From an optimization exercise on the open Yosys and OpenROAD flow, aimed at small area, a short achievable clock period and few clock cycles per item; shortcuts taken in it are not production practice. The RTL was checked by simulation tests, not by an equivalence proof against the original design.

==> inputs of 10-03 <==
Design pid_axis_with_settle_count_core, start of the top module:
module pid_axis_with_settle_count_core
#(
    parameter int FRAC_BITS = 16,
    parameter int ACC_WIDTH = 48
)
(
    input  logic                     clk,
    input  logic                     rst_n,
    input  logic                     in_valid,
    output logic                     in_stall,
    input  logic [31:0]                   measured,
    input  logic [15:0]                   elapsed_ms,
    input  logic                     restart,
    output logic                     out_valid,
    input  logic                     out_stall,
    output logic [31:0]                   drive,
    output logic                     settled,
    output logic [31:0]                   error_out,
    input  logic                     psel,
    input  logic                     penable,
    input  logic                     pwrite,
    input  logic [4:0]                    paddr,
    input  logic [31:0]                   pwdata,
    output logic [31:0]                   prdata,
    output logic                     pready
  ...
Settings: LEC_CHECK=0, ABC_AREA=1, CAP_MARGIN=20, CORE_MARGIN=2, CORE_UTILIZATION=40, PLACE_DENSITY=0.5, SETUP_SLACK_MARGIN=5, SLEW_MARGIN=20; clock period 11.0 ns.
run.sh (not shown) runs the stock make flow with config.mk's settings and CLKGATE_MAP_FILE= SYNTH_SCRIPT=/design/flow/synth_recipe.tcl, a recipe that flattens the netlist after the stock synthesis.
==> inputs of 04-21, as changes to 10-03 <==
--- a/flow/design.v
+++ b/flow/design.v
@@ -70,15 +70,20 @@
             3'd2:    rd_value = gain_i_reg;
             3'd3:    rd_value = gain_d_reg;
             3'd4:    rd_value = {1'b0, tolerance_reg};
             3'd5:    rd_value = {28'd0, settle_limit_reg};
             default: rd_value = '0;
         endcase
     end
-    assign prdata = rd_value;
+    logic [31:0] prdata_reg;
+    always_ff @(posedge clk)
+    begin
+        prdata_reg <= rd_value;
+    end
+    assign prdata = prdata_reg;
     logic out_valid_reg;
     logic adv;
     assign adv      = !(out_valid_reg && out_stall);
     assign in_stall = !adv;
     logic [32:0] e_full;
     logic [31:0] e_sat;
     logic        e_inb;
@@ -115,24 +120,25 @@
     logic [3:0]  count_eff;
     logic [3:0]  count_new;
     logic        settle_now;
     logic [32:0] diff_pos;
     logic [32:0] diff_negv;
     logic        diff_neg;
     logic [31:0] diff_abs;
-    logic signed [32:0] e_ext;
-    logic signed [32:0] tol_ext;
-    assign e_ext  = {s0_e[31], s0_e};
-    assign tol_ext = {2'b00, tolerance_reg};
-    assign e_inb  = (e_ext < tol_ext) && (e_ext > -tol_ext);
+    logic [32:0] e_plus_tol;
+    assign e_plus_tol = {s0_e[31], s0_e} + {2'b00, tolerance_reg};
+    assign e_inb = s0_e[31] ? (!e_plus_tol[32] && (e_plus_tol != '0))
+                          : (s0_e[30:0] < tolerance_reg);
     assign s0_inb = e_inb;
     assign last_eff   = s0_r ? '0 : last_error_reg;
     assign count_eff  = s0_r ? '0 : settle_count_reg;
-    assign count_new  = s0_inb ? ((count_eff == 4'd15) ? count_eff : count_eff + 4'd1) : 4'd0;
-    assign settle_now = (count_new >= settle_limit_reg);
+    logic [3:0]  count_inc;
+    assign count_inc  = (count_eff == 4'd15) ? count_eff : count_eff + 4'd1;
+    assign count_new  = s0_inb ? count_inc : 4'd0;
+    assign settle_now = s0_inb ? (count_inc >= settle_limit_reg) : (settle_limit_reg == 4'd0);
     assign diff_pos  = {s0_e[31], s0_e} - {last_eff[31], last_eff};
     assign diff_negv = {last_eff[31], last_eff} - {s0_e[31], s0_e};
     assign diff_neg  = diff_pos[32];
     assign diff_abs  = diff_neg ? diff_negv[31:0] : diff_pos[31:0];
     always_ff @(posedge clk or negedge rst_n)
     begin
         if (!rst_n)
==> notes <==
Against 04-21, the die area of 10-03 is smaller by about 0.8%. Routed wire length: 10-03 is smaller than 04-21 (2.1%). Against 10-03, the non-clock buffer count of 04-21 is lower by 56. Of 10-03 and 04-21, 10-03 has the higher hold slack (gap 16 ps).
==> figures <==
quantity	04-21	10-03
Outcome	finished clean	finished clean
Worst endpoint required time	11630 ps	8800 ps
Pin count of the biggest net entering global routing	196	184
Cell count of the worst reg-to-reg path	15	13
Share of flip-flops with an asynchronous set or reset	0.1138	0.1154
WS Path Type	reg2reg	in2out
Gate Count Post-Synth	19.25k	18.96k
Register bit total from synthesis	2328	2296
Count of inverters other than clock inverters in the layout	3114	3056
Weighted congestion reported at the end of routability-driven placement	0.9652	0.9541
Testbench counts of 10-03, summed over its fixed seeds: cycles 19,012, items 14,884.
Testbench counts of 04-21, summed over its fixed seeds: cycles 19,012, items 14,884.

---

==> inputs of run a <==
pid_axis_with_settle_count_core, a different RTL version from the one above (not shown whole).
Settings: LEC_CHECK=0, ABC_AREA=1, CAP_MARGIN=20, CORE_MARGIN=2, CORE_UTILIZATION=40, PLACE_DENSITY=0.5, SETUP_SLACK_MARGIN=4.5, SLEW_MARGIN=20; clock period 11.0 ns.
==> inputs of run b, as changes to run a <==
--- a/flow/design.v
+++ b/flow/design.v
@@ -79,14 +79,13 @@
     begin
         prdata_reg <= rd_value;
     end
     assign prdata = prdata_reg;
     logic out_valid_reg;
-    logic skid_v;
     logic adv;
-    assign adv      = !skid_v;
-    assign in_stall = skid_v;
+    assign adv      = !(out_valid_reg && out_stall);
+    assign in_stall = !adv;
     logic [32:0] e_full;
     logic [31:0] e_sat;
     logic        e_inb;
     assign e_full = {target_reg[31], target_reg} - {measured[31], measured};
     assign e_sat  = (e_full[32] != e_full[31]) ? (e_full[32] ? 32'h8000_0000 : 32'h7FFF_FFFF)
@@ -123,20 +122,21 @@
     logic        settle_now;
     logic [32:0] diff_pos;
     logic [32:0] diff_negv;
     logic        diff_neg;
     logic [31:0] diff_abs;
-    logic signed [32:0] e_ext;
-    logic signed [32:0] tol_ext;
-    assign e_ext  = {s0_e[31], s0_e};
-    assign tol_ext = {2'b00, tolerance_reg};
-    assign e_inb  = (e_ext < tol_ext) && (e_ext > -tol_ext);
+    logic [32:0] e_plus_tol;
+    assign e_plus_tol = {s0_e[31], s0_e} + {2'b00, tolerance_reg};
+    assign e_inb = s0_e[31] ? (!e_plus_tol[32] && (e_plus_tol != '0))
+                          : (s0_e[30:0] < tolerance_reg);
     assign s0_inb = e_inb;
     assign last_eff   = s0_r ? '0 : last_error_reg;
     assign count_eff  = s0_r ? '0 : settle_count_reg;
-    assign count_new  = s0_inb ? ((count_eff == 4'd15) ? count_eff : count_eff + 4'd1) : 4'd0;
-    assign settle_now = (count_new >= settle_limit_reg);
+    logic [3:0]  count_inc;
+    assign count_inc  = (count_eff == 4'd15) ? count_eff : count_eff + 4'd1;
+    assign count_new  = s0_inb ? count_inc : 4'd0;
+    assign settle_now = s0_inb ? (count_inc >= settle_limit_reg) : (settle_limit_reg == 4'd0);
     assign diff_pos  = {s0_e[31], s0_e} - {last_eff[31], last_eff};
     assign diff_negv = {last_eff[31], last_eff} - {s0_e[31], s0_e};
     assign diff_neg  = diff_pos[32];
     assign diff_abs  = diff_neg ? diff_negv[31:0] : diff_pos[31:0];
     always_ff @(posedge clk or negedge rst_n)
@@ -7041,58 +7041,25 @@
     assign sum_fits = (&sum_hi[65:31]) | ~(|sum_hi[65:31]);
     assign drive_calc = sum_fits ? sum_hi[31:0] : (sum_hi[65] ? 32'h8000_0000 : 32'h7FFF_FFFF);
     logic [31:0] drive_reg;
     logic        settled_reg;
     logic [31:0] error_out_reg;
-    logic [31:0] skid_drive;
-    logic        skid_settled;
-    logic [31:0] skid_error;
-    logic        out_free;
-    assign out_free = !out_valid_reg || !out_stall;
     always_ff @(posedge clk or negedge rst_n)
     begin
         if (!rst_n)
-        begin
             out_valid_reg <= 1'b0;
-            skid_v        <= 1'b0;
-        end
-        else if (skid_v)
-        begin
-            if (out_free)
-            begin
-                out_valid_reg <= 1'b1;
-                skid_v        <= 1'b0;
-            end
-        end
-        else if (out_free)
+        else if (adv)
             out_valid_reg <= m_v;
-        else
-            skid_v <= m_v;
     end
     always_ff @(posedge clk)
     begin
-        if (skid_v)
-        begin
-            if (out_free)
-            begin
-                drive_reg     <= skid_drive;
-                settled_reg   <= skid_settled;
-                error_out_reg <= skid_error;
-            end
-        end
-        else if (out_free)
+        if (adv)
         begin
             drive_reg     <= m_set ? '0 : drive_calc;
             settled_reg   <= m_set;
             error_out_reg <= m_e;
         end
-        else
-        begin
-            skid_drive   <= m_set ? '0 : drive_calc;
-            skid_settled <= m_set;
-            skid_error   <= m_e;
-        end
     end
     assign out_valid = out_valid_reg;
     assign drive     = drive_reg;
     assign settled   = settled_reg;
     assign error_out = error_out_reg;
Settings changed: PLACE_DENSITY 0.5 to unset, SETUP_SLACK_MARGIN 4.5 to 5.
==> run notes <==
| metric | run b | run a |
|---|---|---|
| Post-route clock skew | 0.07662 ns | 0.09908 ns |
| Routability-driven placement congestion ratio | 0.9978 | 0.9673 |
| Worst skew pair latency | 0.95 ns | 0.98 ns |
| Largest net degree at the start of global routing | 205 | 191 |
| Share of cell area taken by multi-input logic gates | 0.5102 | 0.5058 |
| Post-route cell area | 0.2085 mm² | 0.2104 mm² |
| Depth of the worst register-to-register path | 14 | 15 |
| Worst endpoint data arrival time | 6.69 ns | 7.21 ns |
| Outcome | timing/DRC/antenna clean | timing/DRC/antenna clean |
| Post-synth net total | 22,030 | 22,030 |
| Worst path setup slack after routing | 4.980 ns | 4.472 ns |
| Post-synthesis share of cell area spent on full adders, half adders and majority gates | 0.2476 | 0.2450 |
| Number of enable-type register cells in the synthesized netlist | 2,031 | 2,096 |
| Routed metal-1 wire length | 246,400 µm | 269,200 µm |
| First-pass GRT wire length | 947,700 µm | 974,000 µm |
Testbench counts of run a, summed over its fixed seeds: cycles 19,012, items 14,884.
Testbench counts of run b, summed over its fixed seeds: cycles 19,012, items 14,884.

-- static timing again, ports no longer ideal --
How much do the figures lean on ideal ports? The routed layouts below were timed once more, with nothing changed but the port constraints. Step 1 assumes that a clkbuf_16 drives the clock port and a buf_2 every other input. Step 2 also shifts input and output timing later by t, the mid clock arrival at the registers, as if the neighbouring blocks saw the same clock. Three values: ideal ports, drivers, drivers and shift; two values: the first two.
run	t, ns	setup WS [ns]	worst data-port slew with drivers (ns)	cell pins on the clock port's net
10-03	1.044	4.899 / 4.838 / 4.710	0.06	1
04-21	1.091	5.019 / 5.019 / 4.515	0.08	1
run a	1.062	4.472 / 4.472 / 4.472	0.07	1
run b	1.034	4.980 / 4.980 / 4.847	0.08	1
After both steps setup and hold are still met in every run listed. The setup slack of 04-21, which loses most, moves by 0.000 ns with the drivers and by -0.504 ns with both steps.
